What follows belongs to an exercise in optimizing a design on an open flow for small area, a short achievable clock period and few clock cycles per item; a production flow would make more cautious choices. No functional check of the RTL was part of any run shown here.

==> flow/design.v (outline; a module is shown in full before it is edited, if it fits) <==
// module gdd_date_unit: 148 lines
// module gdd_diff: 242 lines
// module gdd_fa: 4 lines
// module gdd_ha: 4 lines
// module gdd_pg: 4 lines
// module gdd_g: 3 lines
// module gregorian_date_difference_days: 198 lines
module gregorian_date_difference_days (
  input  logic        clk_i,
  input  logic        rst_ni,
  input  logic        s_axis_tvalid_i,
  output logic        s_axis_tready_o,
  input  logic [71:0] s_axis_tdata_i,
  output logic        m_axis_tvalid_o,
  input  logic        m_axis_tready_i,
  output logic [31:0] m_axis_tdata_o,
  output logic [0:0]  m_axis_tuser_o
);
  // ...
==> flow/run.sh <==
#!/bin/bash
# synth_recipe.tcl (not shown) runs the flow's synth.tcl, then flattens the netlist and writes it again
# the make line also repeats each setting of config.mk as NAME=value (left out here)
make -C /OpenROAD-flow-scripts/flow DESIGN_CONFIG=/design/flow/config.mk WORK_HOME=/design/flow/orfs CLKGATE_MAP_FILE= SYNTH_SCRIPT=/design/flow/synth_recipe.tcl finish
==> flow/config.mk <==
export PLATFORM = sky130hd
export DESIGN_NAME = gregorian_date_difference_days
export DESIGN_NICKNAME = gregorian_date_difference_days
export VERILOG_FILES = /design/flow/design.v
export SDC_FILE = /design/flow/constraint.sdc
export NUM_CORES = 4
export LEC_CHECK = 0
export CAP_MARGIN = 20
export CORE_MARGIN = 2
export CORE_UTILIZATION = 50
export SLEW_MARGIN = 20
export SYNTH_HIERARCHICAL = 1
export SYNTH_MINIMUM_KEEP_SIZE = 0
==> flow/constraint.sdc <==
create_clock -name core_clock -period 8.5 [get_ports {clk_i}]
set_input_delay 1.7000 -clock core_clock [delete_from_list [all_inputs] [get_ports {clk_i}]]
set_output_delay 1.7000 -clock core_clock [all_outputs]
set_load 0.01 [all_outputs]
==> key figures, run 1 <==
Critical path
  – CP Cell Sequence: inv_1 -> ha_1 -> mux4_2 -> fa_1 -> fa_1 -> fa_1 -> fa_1 -> a21o_1 -> a21oi_1 -> o21ai_0 -> nor4_1 -> nor3_1 -> a211o_1
  – CP arrival: 5030 ps
  – Critical path required time: 8700 ps
  – Slowest CP cell: fa_1
  – Largest stage delay, worst path: 580 ps

STA
  – Clk_skew: 17.3 ps
  – Highest Clock Rate: 207 MHz
  – Tightest Pin Transition: 775 ps
  – Setup ws final: 3670 ps
  – Final Hold Vio Count: 0
  – Final hold slack: 459 ps

Yosys
  – Largest family of logic cells by synthesized area: adder cells
  – Ys flop type: edfxtp_1
  – Post-synthesis cell type count: 65
  – Yosys warning total: 8
  – Top cells by count, synth: 216 x inv_1, 196 x ha_1, 155 x edfxtp_1

Die
  – # rows: 65
  – Io pins: 111
  – Die Area: 33400 µm²
  – Die H: 183 µm

Placement
  – Cell Area, Placed: 17200 µm²

Finish
  – Biggest regs: qd0_q x26, qd1_q x26
  – Logic inverters: 216
  – Sequential Area: 4800 µm²
  – Inserted Diodes: 0
  – Data buffer area share: 6.08%
  – Multi-input logic portion of the cell area: 56.5%

Global route
  – First-pass GRT wire length: 52.7 mm
  – Met3 Use GR: 3.61%
  – Initial antenna violation count: 0
  – GR Util met1: 27.1%

Drt
  – DR WL met2: 14.8 mm
  – DRC: 0

Outcome
  – Status: no timing/DRC/antenna violations

CTS
  – Clk slew on worst S/H paths: 70 ps
  – Postcts setup bufs: 0
==> module gregorian_date_difference_days, before the edit <==
module gregorian_date_difference_days (
  input  logic        clk_i,
  input  logic        rst_ni,
  input  logic        s_axis_tvalid_i,
  output logic        s_axis_tready_o,
  input  logic [71:0] s_axis_tdata_i,
  output logic        m_axis_tvalid_o,
  input  logic        m_axis_tready_i,
  output logic [31:0] m_axis_tdata_o,
  output logic [0:0]  m_axis_tuser_o
);
  logic [15:0] ey, sy;
  logic [3:0]  em, sm;
  logic [4:0]  ed, sd, eh, sh;
  logic [5:0]  emi, smi;
  assign {smi, sh, sd, sm, sy, emi, eh, ed, em, ey} = s_axis_tdata_i;
  logic en, v1_q, v2_q;
  logic qv0_q, qv1_q, wp_q, rp_q;
  logic push, pop;
  assign en   = !(qv0_q && qv1_q);
  assign push = v2_q && en;
  assign pop  = m_axis_tvalid_o && m_axis_tready_i;
  always_ff @(posedge clk_i or negedge rst_ni) begin
    if (!rst_ni) begin
      v1_q  <= 1'b0;
      v2_q  <= 1'b0;
      qv0_q <= 1'b0;
      qv1_q <= 1'b0;
      wp_q  <= 1'b0;
      rp_q  <= 1'b0;
    end else begin
      if (en) begin
        v1_q <= s_axis_tvalid_i;
        v2_q <= v1_q;
      end
      if (push) wp_q <= !wp_q;
      if (pop)  rp_q <= !rp_q;
      if ((push && !wp_q) || (pop && !rp_q)) qv0_q <= push && !wp_q;
      if ((push && wp_q) || (pop && rp_q))   qv1_q <= push && wp_q;
    end
  end
  function automatic logic [4:0] month_len(input logic [3:0] mo);
    unique case (mo)
      4'd1, 4'd3, 4'd5, 4'd7, 4'd8, 4'd10, 4'd12: month_len = 5'd31;
      4'd4, 4'd6, 4'd9, 4'd11:                    month_len = 5'd30;
      4'd2:                                       month_len = 5'd28;
      default:                                    month_len = 5'd0;
    endcase
  endfunction
  logic [15:0] ey1, sy1;
  logic [3:0]  em1, sm1;
  logic [4:0]  ed1, sd1;
  logic        dec1, inc1, tok1, eokb1, sokb1, ef291, sf291;
  always_ff @(posedge clk_i) begin
    if (en) begin
      ey1   <= ey;
      sy1   <= sy;
      em1   <= em;
      sm1   <= sm;
      ed1   <= ed;
      sd1   <= sd;
      dec1  <= ({ey, em, ed} > {sy, sm, sd}) && ({sh, smi} > {eh, emi});
      inc1  <= ({ey, em, ed} < {sy, sm, sd}) && ({eh, emi} > {sh, smi});
      tok1  <= (eh <= 5'd23) && (emi <= 6'd59) && (sh <= 5'd23) && (smi <= 6'd59);
      eokb1 <= (ed != 5'd0) && (ed <= month_len(em));
      sokb1 <= (sd != 5'd0) && (sd <= month_len(sm));
      ef291 <= (em == 4'd2) && (ed == 5'd29);
      sf291 <= (sm == 4'd2) && (sd == 5'd29);
    end
  end
  logic       eok, sok, elp, slp;
  logic [7:0] eqz, sqz;
  logic [1:0] eg, sg;
  logic [8:0] ecum, scum;
  gdd_date_unit u_end (
    .year_i(ey1), .month_i(em1), .okb_i(eokb1), .f29_i(ef291),
    .ok_o(eok), .qz_o(eqz), .g_o(eg), .cum_o(ecum), .lp_o(elp)
  );
  gdd_date_unit u_start (
    .year_i(sy1), .month_i(sm1), .okb_i(sokb1), .f29_i(sf291),
    .ok_o(sok), .qz_o(sqz), .g_o(sg), .cum_o(scum), .lp_o(slp)
  );
  logic [16:0] dy;
  logic [8:0]  dqz;
  logic [10:0] du;
  logic        hq, dec, inc;
  assign hq  = (ey1[1:0] != 2'd0) && ((sy1[1:0] == 2'd0) || (ey1[1:0] < sy1[1:0]));
  assign dec = dec1;
  assign inc = inc1;
  logic us_1, us_2, us_3, us_4, us_5, us_6, us_7, us_8, us_9, us_10, us_11, us_12, us_13, us_14, us_15, us_16, us_17, us_18, us_19, us_20, us_21, us_22, us_23, us_24, us_25, us_26, us_27, us_28, us_29, us_30, us_31, us_32, us_33, us_34, us_35, us_36, us_37, us_38, us_39, us_40, us_41, us_42, us_43, us_44, us_45, us_46;
  gdd_fa u_us_1 (.a(ecum[0]), .b(ed1[0]), .c(~scum[0]), .s(us_1), .co(us_2));
  assign us_3 = sd1[0] ^ 1'b0 ^ ~us_1;
  assign us_4 = (sd1[0] & 1'b0) | (sd1[0] & ~us_1) | (1'b0 & ~us_1);
  gdd_fa u_us_5 (.a(ecum[1]), .b(ed1[1]), .c(~scum[1]), .s(us_5), .co(us_6));
  gdd_fa u_us_7 (.a(ecum[2]), .b(ed1[2]), .c(~scum[2]), .s(us_7), .co(us_8));
  gdd_ha u_us_9 (.a(ecum[3]), .b(ed1[3]), .s(us_9), .co(us_10));
  gdd_fa u_us_11 (.a(ecum[4]), .b(ed1[4]), .c(~scum[4]), .s(us_11), .co(us_12));
  gdd_ha u_us_13 (.a(hq), .b(~us_3), .s(us_13), .co(us_14));
  gdd_fa u_us_15 (.a(sd1[1]), .b(us_5), .c(us_2), .s(us_15), .co(us_16));
  gdd_fa u_us_17 (.a(sd1[2]), .b(sd1[1]), .c(~us_6), .s(us_17), .co(us_18));
  gdd_fa u_us_19 (.a(scum[3]), .b(sd1[3]), .c(~us_9), .s(us_19), .co(us_20));
  assign us_21 = sd1[4] ^ 1'b0 ^ ~us_10;
  assign us_22 = (sd1[4] & 1'b0) | (sd1[4] & ~us_10) | (1'b0 & ~us_10);
  assign us_23 = ~ecum[5] ^ scum[5] ^ 1'b0;
  assign us_24 = (~ecum[5] & scum[5]) | (~ecum[5] & 1'b0) | (scum[5] & 1'b0);
  gdd_ha u_us_25 (.a(ecum[6]), .b(~scum[6]), .s(us_25), .co(us_26));
  gdd_ha u_us_27 (.a(ecum[7]), .b(~scum[7]), .s(us_27), .co(us_28));
  gdd_ha u_us_29 (.a(us_13), .b(inc), .s(us_29), .co(us_30));
  gdd_fa u_us_31 (.a(us_15), .b(~us_4), .c(us_14), .s(us_31), .co(us_32));
  gdd_fa u_us_33 (.a(us_7), .b(us_16), .c(~us_17), .s(us_33), .co(us_34));
  gdd_fa u_us_35 (.a(~us_8), .b(us_19), .c(us_18), .s(us_35), .co(us_36));
  gdd_fa u_us_37 (.a(~us_11), .b(us_20), .c(us_21), .s(us_37), .co(us_38));
  gdd_fa u_us_39 (.a(~us_12), .b(us_23), .c(us_22), .s(us_39), .co(us_40));
  assign us_41 = 1'b0 ^ ~us_25 ^ us_24;
  assign us_42 = (1'b0 & ~us_25) | (1'b0 & us_24) | (~us_25 & us_24);
  gdd_fa u_us_43 (.a(~1'b0), .b(us_26), .c(us_27), .s(us_43), .co(us_44));
  gdd_fa u_us_45 (.a(ecum[8]), .b(~scum[8]), .c(us_28), .s(us_45), .co(us_46));
  logic qa_1, qa_2, qa_3, qa_4, qa_5, qa_6, qa_7, qa_8, qa_9, qa_10, qa_11, qa_12, qa_13, qa_14, qa_15, qa_16, qa_17, qa_18, qa_19, qa_20, qa_21, qa_22, qa_23, qa_24, qa_25, qa_26, qa_27, qa_28, qa_29, qa_30, qa_31, qa_32, qa_33, qa_34, qa_35, qa_36, qa_37, qa_38, qa_39, qa_40, qa_41, qa_42, qa_43, qa_44;
  gdd_ha u_qa_1 (.a(eqz[0]), .b(~sqz[0]), .s(qa_1), .co(qa_2));
  gdd_ha u_qa_3 (.a(eqz[1]), .b(~sqz[1]), .s(qa_3), .co(qa_4));
  gdd_ha u_qa_5 (.a(eqz[2]), .b(~sqz[2]), .s(qa_5), .co(qa_6));
  gdd_ha u_qa_7 (.a(eqz[3]), .b(~sqz[3]), .s(qa_7), .co(qa_8));
  gdd_ha u_qa_9 (.a(eqz[4]), .b(~sqz[4]), .s(qa_9), .co(qa_10));
  gdd_ha u_qa_11 (.a(eqz[5]), .b(~sqz[5]), .s(qa_11), .co(qa_12));
  gdd_ha u_qa_13 (.a(eqz[6]), .b(~sqz[6]), .s(qa_13), .co(qa_14));
  gdd_ha u_qa_15 (.a(eqz[7]), .b(~sqz[7]), .s(qa_15), .co(qa_16));
  assign qa_17 = qa_2 | (qa_1 & 1'b1);
  gdd_g u_qa_18 (.g1(qa_4), .p1(qa_3), .g0(qa_17), .g(qa_18));
  gdd_pg u_qa_19 (.g1(qa_8), .p1(qa_7), .g0(qa_6), .p0(qa_5), .g(qa_19), .p(qa_20));
  gdd_pg u_qa_21 (.g1(qa_12), .p1(qa_11), .g0(qa_10), .p0(qa_9), .g(qa_21), .p(qa_22));
  gdd_pg u_qa_23 (.g1(qa_16), .p1(qa_15), .g0(qa_14), .p0(qa_13), .g(qa_23), .p(qa_24));
  gdd_g u_qa_25 (.g1(qa_6), .p1(qa_5), .g0(qa_18), .g(qa_25));
  gdd_g u_qa_26 (.g1(qa_19), .p1(qa_20), .g0(qa_18), .g(qa_26));
  gdd_pg u_qa_27 (.g1(qa_14), .p1(qa_13), .g0(qa_21), .p0(qa_22), .g(qa_27), .p(qa_28));
  gdd_pg u_qa_29 (.g1(qa_23), .p1(qa_24), .g0(qa_21), .p0(qa_22), .g(qa_29), .p(qa_30));
  gdd_g u_qa_31 (.g1(qa_10), .p1(qa_9), .g0(qa_26), .g(qa_31));
  gdd_g u_qa_32 (.g1(qa_21), .p1(qa_22), .g0(qa_26), .g(qa_32));
  gdd_g u_qa_33 (.g1(qa_27), .p1(qa_28), .g0(qa_26), .g(qa_33));
  gdd_g u_qa_34 (.g1(qa_29), .p1(qa_30), .g0(qa_26), .g(qa_34));
  gdd_g u_qa_35 (.g1(1'b0), .p1(~1'b0), .g0(qa_34), .g(qa_35));
  assign qa_36 = qa_1 ^ 1'b1;
  assign qa_37 = qa_3 ^ qa_17;
  assign qa_38 = qa_5 ^ qa_18;
  assign qa_39 = qa_7 ^ qa_25;
  assign qa_40 = qa_9 ^ qa_26;
  assign qa_41 = qa_11 ^ qa_31;
  assign qa_42 = qa_13 ^ qa_32;
  assign qa_43 = qa_15 ^ qa_33;
  assign qa_44 = ~1'b0 ^ qa_34;
  assign du = {({1'b0, us_46, us_44, ~us_42, ~us_40, ~us_38, ~us_36, us_34, us_32, us_30, us_29} + {1'b0, ~1'b0, us_45, us_43, ~us_41, ~us_39, ~us_37, ~us_35, us_33, us_31, ~dec})};
  assign dy = {({1'b0, ey1} - {1'b0, sy1})};
  assign dqz = {qa_44, qa_43, qa_42, qa_41, qa_40, qa_39, qa_38, qa_37, qa_36};
  logic [15:0] dy2;
  logic        dy16n2, nqz8n2, elp2, nslp2, ok2;
  logic [7:0]  nqz2;
  logic [1:0]  neg2, sg2;
  logic [10:0] du2;
  always_ff @(posedge clk_i) begin
    if (en) begin
      dy2    <= dy[15:0];
      dy16n2 <= !dy[16];
      nqz2   <= ~dqz[7:0];
      nqz8n2 <= dqz[8];
      neg2   <= ~eg;
      sg2    <= sg;
      du2    <= du;
      elp2   <= elp;
      nslp2  <= !slp;
      ok2    <= eok && sok && tok1;
    end
  end
  logic [25:0] days;
  gdd_diff u_diff (
    .dy(dy2), .dy16n(dy16n2), .nqz(nqz2), .nqz8n(nqz8n2),
    .neg_(neg2), .sg(sg2), .du(du2), .elp(elp2), .nslp(nslp2),
    .days_o(days)
  );
  logic        qok0_q, qok1_q;
  logic [25:0] qd0_q, qd1_q;
  always_ff @(posedge clk_i) begin
    if (push && !wp_q) begin
      qok0_q <= ok2;
      qd0_q  <= days;
    end
    if (push && wp_q) begin
      qok1_q <= ok2;
      qd1_q  <= days;
    end
  end
  assign s_axis_tready_o   = en;
  assign m_axis_tvalid_o   = rp_q ? qv1_q : qv0_q;
  logic        ok_out;
  logic [25:0] d_out;
  assign ok_out            = rp_q ? qok1_q : qok0_q;
  assign d_out             = rp_q ? qd1_q : qd0_q;
  assign m_axis_tdata_o    = {6'd0, ok_out ? d_out : 26'd0};
  assign m_axis_tuser_o[0] = ok_out;
endmodule
==> run 2, diff against run 1 <==
--- a/flow/design.v
+++ b/flow/design.v
@@ -429,25 +429,13 @@
   assign {smi, sh, sd, sm, sy, emi, eh, ed, em, ey} = s_axis_tdata_i;
-  logic en, v1_q, v2_q;
-  logic qv0_q, qv1_q, wp_q, rp_q;
-  logic push, pop;
-  assign en   = !(qv0_q && qv1_q);
-  assign push = v2_q && en;
-  assign pop  = m_axis_tvalid_o && m_axis_tready_i;
+  logic en, v1_q, v2_q, v3_q;
+  assign en = !v3_q || m_axis_tready_i;
   always_ff @(posedge clk_i or negedge rst_ni) begin
     if (!rst_ni) begin
-      v1_q  <= 1'b0;
-      v2_q  <= 1'b0;
-      qv0_q <= 1'b0;
-      qv1_q <= 1'b0;
-      wp_q  <= 1'b0;
-      rp_q  <= 1'b0;
-    end else begin
-      if (en) begin
-        v1_q <= s_axis_tvalid_i;
-        v2_q <= v1_q;
-      end
-      if (push) wp_q <= !wp_q;
-      if (pop)  rp_q <= !rp_q;
-      if ((push && !wp_q) || (pop && !rp_q)) qv0_q <= push && !wp_q;
-      if ((push && wp_q) || (pop && rp_q))   qv1_q <= push && wp_q;
+      v1_q <= 1'b0;
+      v2_q <= 1'b0;
+      v3_q <= 1'b0;
+    end else if (en) begin
+      v1_q <= s_axis_tvalid_i;
+      v2_q <= v1_q;
+      v3_q <= v2_q;
     end
@@ -590,12 +578,8 @@
   );
-  logic        qok0_q, qok1_q;
-  logic [25:0] qd0_q, qd1_q;
+  logic        ok3;
+  logic [25:0] days3;
   always_ff @(posedge clk_i) begin
-    if (push && !wp_q) begin
-      qok0_q <= ok2;
-      qd0_q  <= days;
-    end
-    if (push && wp_q) begin
-      qok1_q <= ok2;
-      qd1_q  <= days;
+    if (en) begin
+      ok3   <= ok2;
+      days3 <= ok2 ? days : 26'd0;
     end
@@ -603,9 +587,5 @@
   assign s_axis_tready_o   = en;
-  assign m_axis_tvalid_o   = rp_q ? qv1_q : qv0_q;
-  logic        ok_out;
-  logic [25:0] d_out;
-  assign ok_out            = rp_q ? qok1_q : qok0_q;
-  assign d_out             = rp_q ? qd1_q : qd0_q;
-  assign m_axis_tdata_o    = {6'd0, ok_out ? d_out : 26'd0};
-  assign m_axis_tuser_o[0] = ok_out;
+  assign m_axis_tvalid_o   = v3_q;
+  assign m_axis_tdata_o    = {6'd0, days3};
+  assign m_axis_tuser_o[0] = ok3;
 endmodule
==> key figures, run 2 <==
Placement
  – Placement Setup Slack: 3570 ps
  – Cell Area, Placed: 16000 µm² (-7.2%)
  – Port-buffer cells: 104
  – GPL Wtd Cong: 0.887
  – HPWL after detailed placement: 25.1 mm

Finish
  – Most common cell after layout, fill and taps aside: inv_1
  – Commonest non-fill, non-tap cells in the layout: 208 x inv_1, 196 x ha_1, 142 x fa_1
  – Most flop-heavy register: days3
  – Largest register FFs: 26
  – Design Area, Final: 16600 µm²
  – Fin nets: 1864
  – Inserted Diodes: 0 (unchanged)
  – Synthesis-to-layout area growth: 12.6%
  – Ratio of cells with drive above 1 in the final layout: 4.79%

Worst hold path
  – Hold wc startpoint: v2_q
  – HP Class: reg -> reg

Yosys
  – Mux cell area share after synthesis: 1.31%
  – Ys flop type: edfxtp_1
  – Register bit total from synthesis: 131
  – Post-Synth Adder-Cell Area: 35.9%
  – Yosys top cell area share: 26.1%
  – Synth Area in Simple Gates: 9.47%
  – Top cells by count, synth: 208 x inv_1, 196 x ha_1, 142 x fa_1
  – Synthesized cell area: 14800 µm²
  – Post-synth ARST share: 2.29%
  – Sequential area share after synthesis: 26.6%
  – Post-synthesis compound-gate area fraction: 13.1%
  – Dominant cells by area after synthesis: edfxtp_1 26%, fa_1 19%, ha_1 17%, a21o_1 6.9%, inv_1 5.3%
  – Number of synthesized flops with an enable pin: 128
  – Synth area leader: edfxtp_1
  – Yosys warning total: 8 (unchanged)
  – Post-synthesis cell count: 1356
  – Syn Area/Cell: 10.9 µm²
  – XOR/XNOR share of the synthesized area: 5.35%
  – Largest family of logic cells by synthesized area: adder cells
  – Post-synthesis cell type count: 67 (+3.1%)
  – Most frequent cell after synthesis: inv_1

Global route
  – First-pass GRT wire length: 49.0 mm (-7.0%)
  – Grt ovf: 0
  – Initial antenna violation count: 0 (unchanged)
  – Largest net degree at the start of global routing: 56
  – Vias in the first global route: 9592
  – GRT Total Usage: 20.3%

Die
  – Io pins: 111 (unchanged)
  – # rows: 62 (-4.6%)
  – Starting density of the core: 51.1%
  – Core Area: 28900 µm²
  – Die Area: 30900 µm² (-7.5%)
  – Die Wd: 176 µm
  – Die H: 176 µm (-3.8%)

CTS
  – TritonCTS clock tree: built
  – Clock latency (worst-skew pair): 430 ps
  – Depth of the CTS H-tree: 4
  – Root Buffer: clkbuf_16
  – Hold_buf cts: 0
  – Clock tree buffer depth: 2
  – # resized after CTS: 0
  – CTS sink cnt: 131
  – Clk slew on worst S/H paths: 60 ps (about the same)
  – Postcts setup bufs: 0 (unchanged)
  – CTS buffer count: 17

STA
  – RSZ-0062 raised after global routing: false
  – Highest Clock Rate: 203 MHz (-1.9%)
  – Tightest Pin Transition: 690 ps (-85.2 ps)
  – Final number of max-transition violations: 0
  – Worst rel slew slack: 54.0%
  – Final Hold Vio Count: 0 (unchanged)
  – Fin Setup TNS: 0 ps
  – Fin crit period: 4930 ps
  – Clk_skew: 17.3 ps (-0.0193 ps)
  – Setup ws final: 3570 ps (-95.0 ps)
  – Final hold slack: 458 ps (-0.772 ps)
  – Final Setup Violations: 0
  – Final worst-path cycle share: 58.0%

Critical path
  – R2R Path Start: em1[1]
  – Setup crit start kind: input pin
  – Setup crit start: m_axis_tready_i
  – Kind of critical path: in -> out
  – CP arrival: 3230 ps (-1800 ps)
  – Crit-path max FO: 29
  – Critical path required time: 6800 ps (-1900 ps)
  – CP Capture Type: output port

Drt
  – Routed Wire Length: 30.1 mm
  – 1st-iter DRT viols: 477
  – Routed WL per cell: 16.3 µm
  – Vias per cell: 5.16
  – DRC: 0 (unchanged)
  – Detail Route Antenna Nets: 0
  – Vias: 9517
  – Drt pass-1 iters: 5

Run
  – Max-Cap Viols: 0

Outcome
  – Status: no timing/DRC/antenna violations
run 2: through the flow:
step,instances,utilization (%)
CTS,1845,57.6
finish,1845,57.6
global placement,1815,55.4
detailed placement,1815,55.4
floorplan,1383,-
global route,1845,57.6
run 2: final timing paths:
kind,cells past startpoint,end,slack (ps)
setup / recovery,3,s_axis_tready_o,3570
hold / removal,1,v3_q,460
setup reg to reg,13,du2[10],3720
hold reg to reg,1,v3_q,460
max in group asynchronous,1,v2_q,6900
min in group asynchronous,1,v3_q,1460
run 2: area by class of cell:
class                           count  area (µm²)
Tap cell                          384         480
Clock inverter                     12         205
Multi-Input combinational cell    986        9740
Timing Repair Buffer              106        1060
Inverter                          208         781
Clock buffer                       18         429
Fill cell                        2497       12200
Sequential cell                   131        3920
run 2: logic make-up (layout without fill, tap and decap cells):
group,Yosys count,count (layout)
xor+xnor,85,85
simple gates,245,245
buf+inv,266,344
mux,16,16
fa+ha+maj,338,338
compound gates,270,270
other cells,5,32
flops,131,131
run 2: worst max-delay path: stages:
cell and delay [ps]:
clkdlybuf4s50_1 460, nand2b_4 400, clkdlybuf4s50_1 630
run 2: modules after synthesis, one instance, submodules excluded:
module	cells	copies in the design	cell area, µm²	flip-flops and latches
gdd_g	1	61	7.51	0
gdd_date_unit	106	2	807	0
gregorian_date_difference_days	566	1	6890	131
gdd_diff	144	1	846	0
gdd_ha	1	95	12.5	0
gdd_pg	2	69	13.8	0
gdd_fa	1	140	20.0	0
run 2: routing by layer:
layer / GRT usage (%) / up-vias / routed length, µm
li1: - / 4749 / -
met1: 27.4 / 4558 / 14200
met2: 34.5 / 186 / 14500
met3: 2.34 / 24 / 946
met4: 6.16 / 0 / 518
met5: 0 / - / 0
==> run 3, diff against run 2 <==
==> flow/flow/run.sh (new file) <==
#!/bin/bash
# The standard layout, with the port buffers made from the platform's
# smallest plain buffer instead of the delay buffer the flow picks.
set -euo pipefail
export BUFFER_PORTS_ARGS="-buffer_cell sky130_fd_sc_hd__buf_1"
bash standard.sh > standard.log 2>&1
==> flow/standard.sh (new file) <==
#!/bin/bash
# synth_recipe.tcl (not shown) runs the flow's synth.tcl, then flattens the netlist and writes it again
# the make line also repeats each setting of config.mk as NAME=value (left out here)
make -C /OpenROAD-flow-scripts/flow DESIGN_CONFIG=/design/flow/config.mk WORK_HOME=/design/flow/orfs CLKGATE_MAP_FILE= SYNTH_SCRIPT=/design/flow/synth_recipe.tcl "${@:-finish}"
removed: flow/run.sh
==> key figures, run 3 <==
Critical path
  – R2R Setup Slk: 3780 ps (+60 ps)
  – Buf/Inv on CP: 2 (unchanged)
  – Worst path most repeated cell: fa_1
  – Reg-to-Reg End: du2[10]
  – Critical path's top delay family: adder cells
  – Largest stage delay, worst path: 530 ps (-100 ps)
  – Setup crit start kind: register
  – CP Capture Type: register
  – Critical path required time: 8670 ps (+1870 ps)
  – Slowest CP cell: fa_1
  – CP Cell Sequence: inv_1 -> ha_1 -> mux4_2 -> inv_1 -> fa_1 -> fa_1 -> fa_1 -> fa_1 -> a21oi_1 -> nor2b_1 -> o21a_1 -> o21ai_0 -> a21oi_1 -> a211o_1
  – Kind of critical path: reg -> reg
  – CP arrival: 4890 ps (+1660 ps)
  – R2R Path Start: sm1[1]
  – Reg2Reg Depth: 14 (+1)
  – Crit-path max FO: 7 (-76%)

CTS
  – Clk slew on worst S/H paths: 60 ps (about the same)
  – Postcts setup bufs: 0 (unchanged)
  – # resized after CTS: 0 (unchanged)
  – Clock latency (worst-skew pair): 430 ps (about the same)
  – Clock tree buffer depth: 2 (unchanged)
  – Depth of the CTS H-tree: 4 (unchanged)
  – Hold_buf cts: 0 (unchanged)
  – CTS buffer count: 17 (unchanged)
  – Root Buffer: clkbuf_16
  – CTS sink cnt: 131 (unchanged)
  – TritonCTS clock tree: built

Drt
  – Routed Wire Length: 29.8 mm (-1.1%)
  – Routed WL per cell: 16.1 µm (-1.2%)
  – Drt pass-1 iters: 7 (+2)
  – DR WL met2: 14.0 mm (-3.6%)
  – Top sig layer: met4
  – 1st-iter DRT viols: 492 (+3.1%)
  – Vias: 9546 (+0.30%)
  – DRC: 0 (unchanged)
  – Metal-1 WL: 14.3 mm (+0.96%)
  – Detail Route Antenna Nets: 0 (unchanged)
  – Vias per cell: 5.17 (+0.20%)
  – Met3 WL: 943 µm (-0.32%)

STA
  – Fin Setup TNS: 0 ps (unchanged)
  – Clk_skew: 10.9 ps (-6.35 ps)
  – Final Setup Violations: 0 (unchanged)
  – Final number of max-transition violations: 0 (unchanged)
  – Fin crit period: 4720 ps (-210 ps)
  – RSZ-0062 raised after global routing: false
  – Highest Clock Rate: 212 MHz (+4.4%)
  – Final worst-path cycle share: 55.5% (-2.5 points)
  – Worst rel slew slack: 44.7% (-9.3 points)
  – Tightest Pin Transition: 830 ps (+140 ps)
  – Final Hold Vio Count: 0 (unchanged)

Global route
  – Initial antenna violation count: 0 (unchanged)
  – GRT Total Usage: 20.2% (-0.053 points)
  – Grt ovf: 0 (unchanged)
  – Vias in the first global route: 9512 (-0.83%)
  – Largest net degree at the start of global routing: 67 (+20%)
  – First-pass GRT wire length: 49.3 mm (+0.66%)

Placement
  – HPWL after detailed placement: 25.0 mm (-0.45%)
  – GPL Wtd Cong: 0.855 (-3.6%)
  – Port-buffer cells: 104 (unchanged)

Yosys
  – Yosys warning total: 8 (unchanged)
  – Sequential area share after synthesis: 26.6% (unchanged)
  – Yosys top cell area share: 26.1% (unchanged)
  – Post-synthesis cell type count: 67 (unchanged)
  – Post-synth ARST share: 2.29% (unchanged)
  – Most frequent cell after synthesis: inv_1
  – Ys flop type: edfxtp_1
  – Top cells by count, synth: 208 x inv_1, 196 x ha_1, 142 x fa_1
  – Register bit total from synthesis: 131 (unchanged)
  – Number of synthesized flops with an enable pin: 128 (unchanged)
  – Post-synthesis cell count: 1356 (unchanged)
  – Dominant cells by area after synthesis: edfxtp_1 26%, fa_1 19%, ha_1 17%, a21o_1 6.9%, inv_1 5.3%
  – Syn Area/Cell: 10.9 µm² (unchanged)
  – Synthesized cell area: 14800 µm² (unchanged)
  – Synth area leader: edfxtp_1

Worst hold path
  – HP Class: reg -> reg
  – Hold depth: 1 (unchanged)
  – Hold wc startpoint: v2_q
  – Hold endpoint: v3_q

Finish
  – Ratio of cells with drive above 1 in the final layout: 4.92% (+0.13 points)
  – Largest register FFs: 26 (unchanged)
  – Fin nets: 1864 (unchanged)
  – Most common cell after layout, fill and taps aside: inv_1
  – Synthesis-to-layout area growth: 7.50%
  – Commonest non-fill, non-tap cells in the layout: 208 x inv_1, 196 x ha_1, 142 x fa_1
  – Most flop-heavy register: days3
  – Inserted Diodes: 0 (unchanged)

Outcome
  – Status: no timing/DRC/antenna violations

Die
  – # rows: 62 (unchanged)
  – Die Area: 30900 µm² (unchanged)
  – Die H: 176 µm (unchanged)
  – Die Wd: 176 µm (unchanged)
  – Io pins: 111 (unchanged)
  – Starting density of the core: 51.1% (unchanged)
  – Core Area: 28900 µm² (unchanged)

Run
  – Max-Cap Viols: 0 (unchanged)
[run 3: worst register-to-register path, delay by kind of cell, from the launching register on]
kind,cells,cell delay (ps)
buf+inv,2,280
simple gates,1,70
mux,1,490
flops,1,470
compound gates,5,960
fa+ha+maj,5,2180
[run 3: worst max path at each step]
stage | from | to | slack [ps] | cells past startpoint
floorplan | m_axis_tready_i | s_axis_tready_o | 1880 | 1
global placement | em1[1] | du2[10] | 3900 | 13
detailed placement | sm1[1] | du2[10] | 3800 | 14
CTS | sm1[1] | du2[10] | 3780 | 14
global route | sm1[1] | du2[10] | 3510 | 14
finish | sm1[1] | du2[10] | 3780 | 14
[run 3: metrics by stage]
stage / cells / hold slack (ps) / utilization [%] / cell area (µm²) / worst slack, ps
floorplan: 1383 / 430 / - / 14900 / 1880
global route: 1847 / 490 / 55.0 / 15900 / 3510
global placement: 1815 / 443 / 53.1 / 15300 / 3900
CTS: 1847 / 460 / 55.0 / 15900 / 3780
finish: 1847 / 451 / 55.0 / 15900 / 3780
detailed placement: 1815 / 455 / 53.1 / 15300 / 3800
[run 3: layout make-up]
type                    count  area, µm²
repair buffers            106        405
flip-flops and latches    131       3920
inverters                 208        781
multi-input cells         986       9740
fillers                  2571      13000
clock buffers              18        429
well taps                 384        480
clock inverters            14        105
[run 3: logic make-up (layout without fill, tap and decap cells)]
kind of cell / count (synthesis) / in the layout / share of synthesized area (%)
buf+inv: 266 / 346 / 8.16
flops: 131 / 131 / 26.6
simple gates: 245 / 245 / 9.47
other cells: 5 / 32 / 0.127
compound gates: 270 / 270 / 13.1
fa+ha+maj: 338 / 338 / 35.9
xor+xnor: 85 / 85 / 5.35
mux: 16 / 16 / 1.31
[run 3: modules after synthesis, one instance, submodules excluded]
module	cells inside	area [µm²]	flip-flops and latches	copies in the design
gregorian_date_difference_days	566	6890	131	1
gdd_diff	144	846	0	1
gdd_date_unit	106	807	0	2
gdd_fa	1	20.0	0	140
gdd_pg	2	13.8	0	69
gdd_ha	1	12.5	0	95
gdd_g	1	7.51	0	61
[run 3: metal layers]
layer	track usage, %	up-vias
met2	33.6	199
li1	-	4746
met3	2.51	25
met1	27.9	4576
met5	0	-
met4	5.92	0
==> run 4, diff against run 3 <==
--- a/flow/design.v
+++ b/flow/design.v
@@ -429,13 +429,25 @@
   assign {smi, sh, sd, sm, sy, emi, eh, ed, em, ey} = s_axis_tdata_i;
-  logic en, v1_q, v2_q, v3_q;
-  assign en = !v3_q || m_axis_tready_i;
+  logic en, v1_q, v2_q;
+  logic qv0_q, qv1_q, wp_q, rp_q;
+  logic push, pop;
+  assign en   = !(qv0_q && qv1_q);
+  assign push = v2_q && en;
+  assign pop  = m_axis_tvalid_o && m_axis_tready_i;
   always_ff @(posedge clk_i or negedge rst_ni) begin
     if (!rst_ni) begin
-      v1_q <= 1'b0;
-      v2_q <= 1'b0;
-      v3_q <= 1'b0;
-    end else if (en) begin
-      v1_q <= s_axis_tvalid_i;
-      v2_q <= v1_q;
-      v3_q <= v2_q;
+      v1_q  <= 1'b0;
+      v2_q  <= 1'b0;
+      qv0_q <= 1'b0;
+      qv1_q <= 1'b0;
+      wp_q  <= 1'b0;
+      rp_q  <= 1'b0;
+    end else begin
+      if (en) begin
+        v1_q <= s_axis_tvalid_i;
+        v2_q <= v1_q;
+      end
+      if (push) wp_q <= !wp_q;
+      if (pop)  rp_q <= !rp_q;
+      if ((push && !wp_q) || (pop && !rp_q)) qv0_q <= push && !wp_q;
+      if ((push && wp_q) || (pop && rp_q))   qv1_q <= push && wp_q;
     end
@@ -453,3 +465,3 @@
   logic [4:0]  ed1, sd1;
-  logic        dec1, inc1, tok1, eokb1, sokb1, ef291, sf291;
+  logic        el1, sl1, tok1, mdgt1, mdlt1, eokb1, sokb1, ef291, sf291;
   always_ff @(posedge clk_i) begin
@@ -462,5 +474,7 @@
       sd1   <= sd;
-      dec1  <= ({ey, em, ed} > {sy, sm, sd}) && ({sh, smi} > {eh, emi});
-      inc1  <= ({ey, em, ed} < {sy, sm, sd}) && ({eh, emi} > {sh, smi});
+      el1   <= {eh, emi} > {sh, smi};
+      sl1   <= {sh, smi} > {eh, emi};
       tok1  <= (eh <= 5'd23) && (emi <= 6'd59) && (sh <= 5'd23) && (smi <= 6'd59);
+      mdgt1 <= {em, ed} > {sm, sd};
+      mdlt1 <= {em, ed} < {sm, sd};
       eokb1 <= (ed != 5'd0) && (ed <= month_len(em));
@@ -486,6 +500,7 @@
   logic [10:0] du;
-  logic        hq, dec, inc;
+  logic        hq, dz, dec, inc;
+  assign dz  = (dy == 17'd0);
   assign hq  = (ey1[1:0] != 2'd0) && ((sy1[1:0] == 2'd0) || (ey1[1:0] < sy1[1:0]));
-  assign dec = dec1;
-  assign inc = inc1;
+  assign dec = ((!dy[16] && !dz) || (dz && mdgt1)) && sl1;
+  assign inc = (dy[16] || (dz && mdlt1)) && el1;
   logic us_1, us_2, us_3, us_4, us_5, us_6, us_7, us_8, us_9, us_10, us_11, us_12, us_13, us_14, us_15, us_16, us_17, us_18, us_19, us_20, us_21, us_22, us_23, us_24, us_25, us_26, us_27, us_28, us_29, us_30, us_31, us_32, us_33, us_34, us_35, us_36, us_37, us_38, us_39, us_40, us_41, us_42, us_43, us_44, us_45, us_46;
@@ -518,2 +533,108 @@
   gdd_fa u_us_45 (.a(ecum[8]), .b(~scum[8]), .c(us_28), .s(us_45), .co(us_46));
+  logic ua_1, ua_2, ua_3, ua_4, ua_5, ua_6, ua_7, ua_8, ua_9, ua_10, ua_11, ua_12, ua_13, ua_14, ua_15, ua_16, ua_17, ua_18, ua_19, ua_20, ua_21, ua_22, ua_23, ua_24, ua_25, ua_26, ua_27, ua_28, ua_29, ua_30, ua_31, ua_32, ua_33, ua_34, ua_35, ua_36, ua_37, ua_38, ua_39, ua_40, ua_41, ua_42, ua_43, ua_44, ua_45, ua_46, ua_47, ua_48, ua_49, ua_50, ua_51, ua_52, ua_53, ua_54;
+  gdd_ha u_ua_1 (.a(us_29), .b(~dec), .s(ua_1), .co(ua_2));
+  gdd_ha u_ua_3 (.a(us_30), .b(us_31), .s(ua_3), .co(ua_4));
+  gdd_ha u_ua_5 (.a(us_32), .b(us_33), .s(ua_5), .co(ua_6));
+  gdd_ha u_ua_7 (.a(us_34), .b(~us_35), .s(ua_7), .co(ua_8));
+  gdd_ha u_ua_9 (.a(~us_36), .b(~us_37), .s(ua_9), .co(ua_10));
+  gdd_ha u_ua_11 (.a(~us_38), .b(~us_39), .s(ua_11), .co(ua_12));
+  gdd_ha u_ua_13 (.a(~us_40), .b(~us_41), .s(ua_13), .co(ua_14));
+  gdd_ha u_ua_15 (.a(~us_42), .b(us_43), .s(ua_15), .co(ua_16));
+  gdd_ha u_ua_17 (.a(us_44), .b(us_45), .s(ua_17), .co(ua_18));
+  gdd_ha u_ua_19 (.a(us_46), .b(~1'b0), .s(ua_19), .co(ua_20));
+  gdd_g u_ua_21 (.g1(ua_4), .p1(ua_3), .g0(ua_2), .g(ua_21));
+  gdd_pg u_ua_22 (.g1(ua_8), .p1(ua_7), .g0(ua_6), .p0(ua_5), .g(ua_22), .p(ua_23));
+  gdd_pg u_ua_24 (.g1(ua_12), .p1(ua_11), .g0(ua_10), .p0(ua_9), .g(ua_24), .p(ua_25));
+  gdd_pg u_ua_26 (.g1(ua_16), .p1(ua_15), .g0(ua_14), .p0(ua_13), .g(ua_26), .p(ua_27));
+  gdd_pg u_ua_28 (.g1(ua_20), .p1(ua_19), .g0(ua_18), .p0(ua_17), .g(ua_28), .p(ua_29));
+  gdd_g u_ua_30 (.g1(ua_6), .p1(ua_5), .g0(ua_21), .g(ua_30));
+  gdd_g u_ua_31 (.g1(ua_22), .p1(ua_23), .g0(ua_21), .g(ua_31));
+  gdd_pg u_ua_32 (.g1(ua_14), .p1(ua_13), .g0(ua_24), .p0(ua_25), .g(ua_32), .p(ua_33));
+  gdd_pg u_ua_34 (.g1(ua_26), .p1(ua_27), .g0(ua_24), .p0(ua_25), .g(ua_34), .p(ua_35));
+  gdd_pg u_ua_36 (.g1(1'b0), .p1(1'b0), .g0(ua_28), .p0(ua_29), .g(ua_36), .p(ua_37));
+  gdd_g u_ua_38 (.g1(ua_10), .p1(ua_9), .g0(ua_31), .g(ua_38));
+  gdd_g u_ua_39 (.g1(ua_24), .p1(ua_25), .g0(ua_31), .g(ua_39));
+  gdd_g u_ua_40 (.g1(ua_32), .p1(ua_33), .g0(ua_31), .g(ua_40));
+  gdd_g u_ua_41 (.g1(ua_34), .p1(ua_35), .g0(ua_31), .g(ua_41));
+  gdd_g u_ua_42 (.g1(ua_18), .p1(ua_17), .g0(ua_41), .g(ua_42));
+  gdd_g u_ua_43 (.g1(ua_28), .p1(ua_29), .g0(ua_41), .g(ua_43));
+  gdd_g u_ua_44 (.g1(ua_36), .p1(ua_37), .g0(ua_41), .g(ua_44));
+  assign ua_45 = ua_3 ^ ua_2;
+  assign ua_46 = ua_5 ^ ua_21;
+  assign ua_47 = ua_7 ^ ua_30;
+  assign ua_48 = ua_9 ^ ua_31;
+  assign ua_49 = ua_11 ^ ua_38;
+  assign ua_50 = ua_13 ^ ua_39;
+  assign ua_51 = ua_15 ^ ua_40;
+  assign ua_52 = ua_17 ^ ua_41;
+  assign ua_53 = ua_19 ^ ua_42;
+  assign ua_54 = 1'b0 ^ ua_43;
+  logic ya_1, ya_2, ya_3, ya_4, ya_5, ya_6, ya_7, ya_8, ya_9, ya_10, ya_11, ya_12, ya_13, ya_14, ya_15, ya_16, ya_17, ya_18, ya_19, ya_20, ya_21, ya_22, ya_23, ya_24, ya_25, ya_26, ya_27, ya_28, ya_29, ya_30, ya_31, ya_32, ya_33, ya_34, ya_35, ya_36, ya_37, ya_38, ya_39, ya_40, ya_41, ya_42, ya_43, ya_44, ya_45, ya_46, ya_47, ya_48, ya_49, ya_50, ya_51, ya_52, ya_53, ya_54, ya_55, ya_56, ya_57, ya_58, ya_59, ya_60, ya_61, ya_62, ya_63, ya_64, ya_65, ya_66, ya_67, ya_68, ya_69, ya_70, ya_71, ya_72, ya_73, ya_74, ya_75, ya_76, ya_77, ya_78, ya_79, ya_80, ya_81, ya_82, ya_83, ya_84, ya_85, ya_86, ya_87, ya_88, ya_89, ya_90, ya_91, ya_92, ya_93, ya_94, ya_95, ya_96, ya_97, ya_98, ya_99, ya_100;
+  gdd_ha u_ya_1 (.a(ey1[0]), .b(~sy1[0]), .s(ya_1), .co(ya_2));
+  gdd_ha u_ya_3 (.a(ey1[1]), .b(~sy1[1]), .s(ya_3), .co(ya_4));
+  gdd_ha u_ya_5 (.a(ey1[2]), .b(~sy1[2]), .s(ya_5), .co(ya_6));
+  gdd_ha u_ya_7 (.a(ey1[3]), .b(~sy1[3]), .s(ya_7), .co(ya_8));
+  gdd_ha u_ya_9 (.a(ey1[4]), .b(~sy1[4]), .s(ya_9), .co(ya_10));
+  gdd_ha u_ya_11 (.a(ey1[5]), .b(~sy1[5]), .s(ya_11), .co(ya_12));
+  gdd_ha u_ya_13 (.a(ey1[6]), .b(~sy1[6]), .s(ya_13), .co(ya_14));
+  gdd_ha u_ya_15 (.a(ey1[7]), .b(~sy1[7]), .s(ya_15), .co(ya_16));
+  gdd_ha u_ya_17 (.a(ey1[8]), .b(~sy1[8]), .s(ya_17), .co(ya_18));
+  gdd_ha u_ya_19 (.a(ey1[9]), .b(~sy1[9]), .s(ya_19), .co(ya_20));
+  gdd_ha u_ya_21 (.a(ey1[10]), .b(~sy1[10]), .s(ya_21), .co(ya_22));
+  gdd_ha u_ya_23 (.a(ey1[11]), .b(~sy1[11]), .s(ya_23), .co(ya_24));
+  gdd_ha u_ya_25 (.a(ey1[12]), .b(~sy1[12]), .s(ya_25), .co(ya_26));
+  gdd_ha u_ya_27 (.a(ey1[13]), .b(~sy1[13]), .s(ya_27), .co(ya_28));
+  gdd_ha u_ya_29 (.a(ey1[14]), .b(~sy1[14]), .s(ya_29), .co(ya_30));
+  gdd_ha u_ya_31 (.a(ey1[15]), .b(~sy1[15]), .s(ya_31), .co(ya_32));
+  assign ya_33 = ya_2 | (ya_1 & 1'b1);
+  gdd_g u_ya_34 (.g1(ya_4), .p1(ya_3), .g0(ya_33), .g(ya_34));
+  gdd_pg u_ya_35 (.g1(ya_8), .p1(ya_7), .g0(ya_6), .p0(ya_5), .g(ya_35), .p(ya_36));
+  gdd_pg u_ya_37 (.g1(ya_12), .p1(ya_11), .g0(ya_10), .p0(ya_9), .g(ya_37), .p(ya_38));
+  gdd_pg u_ya_39 (.g1(ya_16), .p1(ya_15), .g0(ya_14), .p0(ya_13), .g(ya_39), .p(ya_40));
+  gdd_pg u_ya_41 (.g1(ya_20), .p1(ya_19), .g0(ya_18), .p0(ya_17), .g(ya_41), .p(ya_42));
+  gdd_pg u_ya_43 (.g1(ya_24), .p1(ya_23), .g0(ya_22), .p0(ya_21), .g(ya_43), .p(ya_44));
+  gdd_pg u_ya_45 (.g1(ya_28), .p1(ya_27), .g0(ya_26), .p0(ya_25), .g(ya_45), .p(ya_46));
+  gdd_pg u_ya_47 (.g1(ya_32), .p1(ya_31), .g0(ya_30), .p0(ya_29), .g(ya_47), .p(ya_48));
+  gdd_g u_ya_49 (.g1(ya_6), .p1(ya_5), .g0(ya_34), .g(ya_49));
+  gdd_g u_ya_50 (.g1(ya_35), .p1(ya_36), .g0(ya_34), .g(ya_50));
+  gdd_pg u_ya_51 (.g1(ya_14), .p1(ya_13), .g0(ya_37), .p0(ya_38), .g(ya_51), .p(ya_52));
+  gdd_pg u_ya_53 (.g1(ya_39), .p1(ya_40), .g0(ya_37), .p0(ya_38), .g(ya_53), .p(ya_54));
+  gdd_pg u_ya_55 (.g1(ya_22), .p1(ya_21), .g0(ya_41), .p0(ya_42), .g(ya_55), .p(ya_56));
+  gdd_pg u_ya_57 (.g1(ya_43), .p1(ya_44), .g0(ya_41), .p0(ya_42), .g(ya_57), .p(ya_58));
+  gdd_pg u_ya_59 (.g1(ya_30), .p1(ya_29), .g0(ya_45), .p0(ya_46), .g(ya_59), .p(ya_60));
+  gdd_pg u_ya_61 (.g1(ya_47), .p1(ya_48), .g0(ya_45), .p0(ya_46), .g(ya_61), .p(ya_62));
+  gdd_g u_ya_63 (.g1(ya_10), .p1(ya_9), .g0(ya_50), .g(ya_63));
+  gdd_g u_ya_64 (.g1(ya_37), .p1(ya_38), .g0(ya_50), .g(ya_64));
+  gdd_g u_ya_65 (.g1(ya_51), .p1(ya_52), .g0(ya_50), .g(ya_65));
+  gdd_g u_ya_66 (.g1(ya_53), .p1(ya_54), .g0(ya_50), .g(ya_66));
+  gdd_pg u_ya_67 (.g1(ya_26), .p1(ya_25), .g0(ya_57), .p0(ya_58), .g(ya_67), .p(ya_68));
+  gdd_pg u_ya_69 (.g1(ya_45), .p1(ya_46), .g0(ya_57), .p0(ya_58), .g(ya_69), .p(ya_70));
+  gdd_pg u_ya_71 (.g1(ya_59), .p1(ya_60), .g0(ya_57), .p0(ya_58), .g(ya_71), .p(ya_72));
+  gdd_pg u_ya_73 (.g1(ya_61), .p1(ya_62), .g0(ya_57), .p0(ya_58), .g(ya_73), .p(ya_74));
+  gdd_g u_ya_75 (.g1(ya_18), .p1(ya_17), .g0(ya_66), .g(ya_75));
+  gdd_g u_ya_76 (.g1(ya_41), .p1(ya_42), .g0(ya_66), .g(ya_76));
+  gdd_g u_ya_77 (.g1(ya_55), .p1(ya_56), .g0(ya_66), .g(ya_77));
+  gdd_g u_ya_78 (.g1(ya_57), .p1(ya_58), .g0(ya_66), .g(ya_78));
+  gdd_g u_ya_79 (.g1(ya_67), .p1(ya_68), .g0(ya_66), .g(ya_79));
+  gdd_g u_ya_80 (.g1(ya_69), .p1(ya_70), .g0(ya_66), .g(ya_80));
+  gdd_g u_ya_81 (.g1(ya_71), .p1(ya_72), .g0(ya_66), .g(ya_81));
+  gdd_g u_ya_82 (.g1(ya_73), .p1(ya_74), .g0(ya_66), .g(ya_82));
+  gdd_g u_ya_83 (.g1(1'b0), .p1(~1'b0), .g0(ya_82), .g(ya_83));
+  assign ya_84 = ya_1 ^ 1'b1;
+  assign ya_85 = ya_3 ^ ya_33;
+  assign ya_86 = ya_5 ^ ya_34;
+  assign ya_87 = ya_7 ^ ya_49;
+  assign ya_88 = ya_9 ^ ya_50;
+  assign ya_89 = ya_11 ^ ya_63;
+  assign ya_90 = ya_13 ^ ya_64;
+  assign ya_91 = ya_15 ^ ya_65;
+  assign ya_92 = ya_17 ^ ya_66;
+  assign ya_93 = ya_19 ^ ya_75;
+  assign ya_94 = ya_21 ^ ya_76;
+  assign ya_95 = ya_23 ^ ya_77;
+  assign ya_96 = ya_25 ^ ya_78;
+  assign ya_97 = ya_27 ^ ya_79;
+  assign ya_98 = ya_29 ^ ya_80;
+  assign ya_99 = ya_31 ^ ya_81;
+  assign ya_100 = ~1'b0 ^ ya_82;
   logic qa_1, qa_2, qa_3, qa_4, qa_5, qa_6, qa_7, qa_8, qa_9, qa_10, qa_11, qa_12, qa_13, qa_14, qa_15, qa_16, qa_17, qa_18, qa_19, qa_20, qa_21, qa_22, qa_23, qa_24, qa_25, qa_26, qa_27, qa_28, qa_29, qa_30, qa_31, qa_32, qa_33, qa_34, qa_35, qa_36, qa_37, qa_38, qa_39, qa_40, qa_41, qa_42, qa_43, qa_44;
@@ -550,4 +671,4 @@
   assign qa_44 = ~1'b0 ^ qa_34;
-  assign du = {({1'b0, us_46, us_44, ~us_42, ~us_40, ~us_38, ~us_36, us_34, us_32, us_30, us_29} + {1'b0, ~1'b0, us_45, us_43, ~us_41, ~us_39, ~us_37, ~us_35, us_33, us_31, ~dec})};
-  assign dy = {({1'b0, ey1} - {1'b0, sy1})};
+  assign du = {ua_54, ua_53, ua_52, ua_51, ua_50, ua_49, ua_48, ua_47, ua_46, ua_45, ua_1};
+  assign dy = {ya_100, ya_99, ya_98, ya_97, ya_96, ya_95, ya_94, ya_93, ya_92, ya_91, ya_90, ya_89, ya_88, ya_87, ya_86, ya_85, ya_84};
   assign dqz = {qa_44, qa_43, qa_42, qa_41, qa_40, qa_39, qa_38, qa_37, qa_36};
@@ -578,8 +699,12 @@
   );
-  logic        ok3;
-  logic [25:0] days3;
+  logic        qok0_q, qok1_q;
+  logic [25:0] qd0_q, qd1_q;
   always_ff @(posedge clk_i) begin
-    if (en) begin
-      ok3   <= ok2;
-      days3 <= ok2 ? days : 26'd0;
+    if (push && !wp_q) begin
+      qok0_q <= ok2;
+      qd0_q  <= days;
+    end
+    if (push && wp_q) begin
+      qok1_q <= ok2;
+      qd1_q  <= days;
     end
@@ -587,5 +712,9 @@
   assign s_axis_tready_o   = en;
-  assign m_axis_tvalid_o   = v3_q;
-  assign m_axis_tdata_o    = {6'd0, days3};
-  assign m_axis_tuser_o[0] = ok3;
+  assign m_axis_tvalid_o   = rp_q ? qv1_q : qv0_q;
+  logic        ok_out;
+  logic [25:0] d_out;
+  assign ok_out            = rp_q ? qok1_q : qok0_q;
+  assign d_out             = rp_q ? qd1_q : qd0_q;
+  assign m_axis_tdata_o    = {6'd0, ok_out ? d_out : 26'd0};
+  assign m_axis_tuser_o[0] = ok_out;
 endmodule
==> flow/run.sh (new file) <==
#!/bin/bash
# synth_recipe.tcl (not shown) runs the flow's synth.tcl, then flattens the netlist and writes it again
# the make line also repeats each setting of config.mk as NAME=value (left out here)
make -C /OpenROAD-flow-scripts/flow DESIGN_CONFIG=/design/flow/config.mk WORK_HOME=/design/flow/orfs CLKGATE_MAP_FILE= SYNTH_SCRIPT=/design/flow/synth_recipe.tcl finish
removed: flow/flow/run.sh
removed: flow/standard.sh
==> key figures, run 4 <==
Outcome
  – Status: no timing/DRC/antenna violations

STA
  – Highest Clock Rate: 213 MHz (+0.46%)
  – Tightest Pin Transition: 887 ps (+57.4 ps)
  – Worst rel slew slack: 40.8% (-3.8 points)
  – Final Setup Violations: 0 (unchanged)
  – Fin Setup TNS: 0 ps (unchanged)
  – Final number of max-transition violations: 0 (unchanged)
  – Clk_skew: 9.32 ps (-1.61 ps)
  – RSZ-0062 raised after global routing: false
  – Fin crit period: 4700 ps (-21.5 ps)
  – Final Hold Vio Count: 0 (unchanged)
  – Final worst-path cycle share: 55.3% (-0.25 points)
  – Final hold slack: 457 ps (+5.57 ps)

Yosys
  – Post-synthesis cell count: 1361 (+0.37%)
  – Ys flop type: edfxtp_1
  – Synth area leader: edfxtp_1
  – Post-synth ARST share: 3.68% (+1.4 points)
  – Post-synthesis cell type count: 54 (-19%)
  – Dominant cells by area after synthesis: edfxtp_1 30%, fa_1 18%, ha_1 15%, a21o_1 8.9%, inv_1 4.5%
  – Syn Area/Cell: 11.5 µm² (+5.6%)
  – Top cells by count, synth: 188 x inv_1, 186 x a21o_1, 182 x ha_1
  – Synthesized cell area: 15600 µm² (+5.9%)
  – Yosys warning total: 8 (unchanged)
  – Sequential area share after synthesis: 31.1% (+4.6 points)
  – Register bit total from synthesis: 163 (+24%)
  – Most frequent cell after synthesis: inv_1
  – Number of synthesized flops with an enable pin: 157 (+23%)
  – Yosys top cell area share: 30.2% (+4.1 points)

Critical path
  – Crit-path max FO: 9 (+2)
  – Critical path required time: 8690 ps (+20 ps)
  – Setup crit start kind: register
  – R2R Setup Slk: 3800 ps (+20 ps)
  – Kind of critical path: reg -> reg
  – CP Cell Sequence: ha_1 -> or2_2 -> a21o_1 -> a21o_1 -> a21o_1 -> a21o_1 -> xor2_1 -> nor4_1 -> and4_1 -> nand2_1 -> a21boi_2 -> ha_1 -> ha_1 -> a21o_1 -> a21o_1 -> a21o_1 -> a21o_1 -> xor2_1
  – Largest stage delay, worst path: 430 ps (-100 ps)
  – CP arrival: 4890 ps (about the same)
  – Worst path most repeated cell: a21o_1
  – CP Capture Type: register
  – Slowest CP cell: edfxtp_1

Finish
  – Ratio of cells with drive above 1 in the final layout: 4.98% (+0.055 points)
  – Biggest regs: qd0_q x26, qd1_q x26
  – Inserted Diodes: 0 (unchanged)
  – Commonest non-fill, non-tap cells in the layout: 188 x inv_1, 186 x a21o_1, 182 x ha_1
  – Synthesis-to-layout area growth: 11.5%
  – Most common cell after layout, fill and taps aside: inv_1
  – End-of-flow core utilization: 56.8% (+1.9 points)
  – Fin nets: 1852 (-0.64%)

CTS
  – Root Buffer: clkbuf_16
  – CTS buffer count: 17 (unchanged)
  – Clock latency (worst-skew pair): 440 ps (about the same)
  – TritonCTS clock tree: built
  – Postcts setup bufs: 0 (unchanged)
  – # resized after CTS: 0 (unchanged)
  – Hold_buf cts: 0 (unchanged)
  – CTS sink cnt: 163 (+24%)
  – Depth of the CTS H-tree: 4 (unchanged)
  – Clock tree buffer depth: 2 (unchanged)
  – Clk slew on worst S/H paths: 70 ps (about the same)

Die
  – Die H: 181 µm (+2.9%)
  – Io pins: 111 (unchanged)
  – Core Area: 30700 µm² (+6.3%)
  – # rows: 64 (+3.2%)
  – Die Area: 32700 µm² (+5.8%)
  – Die Wd: 181 µm (+2.9%)
  – Starting density of the core: 51.0% (-0.16 points)

Worst hold path
  – HP Class: reg -> reg

Global route
  – Largest net degree at the start of global routing: 71 (+6.0%)
  – First-pass GRT wire length: 50.5 mm (+2.3%)
  – Grt ovf: 0 (unchanged)
  – Initial antenna violation count: 0 (unchanged)
  – Vias in the first global route: 10100 (+5.9%)
  – GRT Total Usage: 19.3% (-0.93 points)

Drt
  – Routed WL per cell: 15.8 µm (-1.9%)
  – Detail Route Antenna Nets: 0 (unchanged)
  – DRC: 0 (unchanged)
  – Routed Wire Length: 29.5 mm (-1.1%)
  – 1st-iter DRT viols: 343 (-30%)
  – Vias per cell: 5.11 (-1.1%)
  – Vias: 9526 (-0.21%)
  – Drt pass-1 iters: 5 (-2)

Placement
  – HPWL after detailed placement: 24.4 mm (-2.4%)
  – Port-buffer cells: 104 (unchanged)
  – GPL Wtd Cong: 0.865 (+1.2%)

Run
  – Max-Cap Viols: 0 (unchanged)
[run 4: changes by cell type after synthesis, moves of 10 or more]
cell,change
mux2i_1,+25
xor2_1,+17
a21oi_1,-24
xnor2_1,-10
a21o_1,+50
inv_1,-20
o21ai_0,-14
edfxtp_1,+29
ha_1,-14
[run 4: path summary, 6_finish.rpt]
check                        from  endpoint  cells past startpoint
max reg2reg                ey1[0]    du2[9]                     18
max                        ey1[0]    du2[9]                     18
min in group asynchronous  rst_ni      v1_q                      1
min reg2reg                   ok2    qok1_q                      0
max in group asynchronous  rst_ni     qv0_q                      1
min                           ok2    qok1_q                      0
[run 4: Yosys stat by module (local to each module, per instance)]
module | copies in the design | cells inside | flops+latches
gregorian_date_difference_days | 1 | 475 | 163
gdd_diff | 1 | 144 | 0
gdd_date_unit | 2 | 106 | 0
gdd_fa | 140 | 1 | 0
gdd_pg | 92 | 2 | 0
gdd_ha | 121 | 1 | 0
gdd_g | 85 | 1 | 0
[run 4: routing by layer]
layer  global-route usage (%)  share of wire (%)  vias to the layer above
li1                         -                  -                     4777
met1                     26.5                 48                     4572
met2                     32.4                 48                      155
met3                     2.60                2.7                       22
met4                     5.03                1.3                        0
met5                        0                  0                        -
[run 4: through the flow]
step	cell area, µm²	std cells	setup slack [ps]
3_3_place_gp	16900	1831	3880
4_1_cts	17400	1863	3770
2_1_floorplan	15700	1389	3700
5_1_grt	17400	1863	3540
3_5_place_dp	16900	1831	3800
6_report	17400	1863	3800
[run 4: logic make-up after synthesis]
| logic type | count (synthesis) | share of synthesized area, % |
|---|---|---|
| other | 5 | 0.120 |
| AND/OR/NAND/NOR | 221 | 8.00 |
| multiplexers | 43 | 3.05 |
| XOR/XNOR | 92 | 5.44 |
| flip-flops | 163 | 31.1 |
| buffers and inverters | 251 | 7.39 |
| adder cells (fa/ha/maj) | 322 | 32.5 |
| AO/OA/AOI/OAI | 264 | 12.4 |
[run 4: layout make-up]
type | instances | area (µm²)
clock buffers | 18 | 429
clock inverters | 14 | 129
fillers | 2651 | 13200
inverters | 189 | 709
multi-input cells | 975 | 9730
flip-flops and latches | 163 | 4860
well taps | 396 | 495
repair buffers | 108 | 1070
[run 4: worst max-delay path, delay by kind of cell (launching register included)]
kind	cells	cell delay [ps]
adders and majority gates	3	820
and+or+nand+nor	4	1010
AOI/OAI and AO/OA	9	1850
DFF	1	430
xor gates and xnor gates	2	330

-- static timing again, ports no longer ideal --
How much do the figures lean on ideal ports? The routed layouts below were timed once more, with nothing changed but the port constraints. Step 1 (the two cells are an assumption about what drives the block):
set clk [get_ports {clk_i}]
set_driving_cell -lib_cell sky130_fd_sc_hd__clkbuf_16 $clk
set_driving_cell -lib_cell sky130_fd_sc_hd__buf_2 [delete_from_list [all_inputs] $clk]
Step 2 adds t to the input delays and takes it off the output delays; t is the mean of the earliest and latest rising clock arrival at the registers after step 1. Input paths then give back, and output paths get back, about the clock's delay inside the block. Three values: no drivers, after step 1, after step 2; two values: the first two.
run | t, ns | slack for setup (ns) | worst register clock-pin slew, ns | worst data-port slew with drivers (ns) | cell pins on the clock port's net
run 1 | 0.499 | 3.666 / 3.666 / 3.666 | 0.07 / 0.07 | 0.04 | 1
run 2 | 0.472 | 3.571 / 3.544 / 3.544 | 0.07 / 0.07 | 0.05 | 1
run 3 | 0.467 | 3.781 / 3.781 / 3.781 | 0.07 / 0.07 | 0.04 | 1
run 4 | 0.484 | 3.802 / 3.802 / 3.802 | 0.07 / 0.07 | 0.04 | 1
After both steps every run listed still meets setup and hold. The setup slack of run 2, which loses most, moves by -0.027 ns with the drivers and by -0.027 ns with both steps.
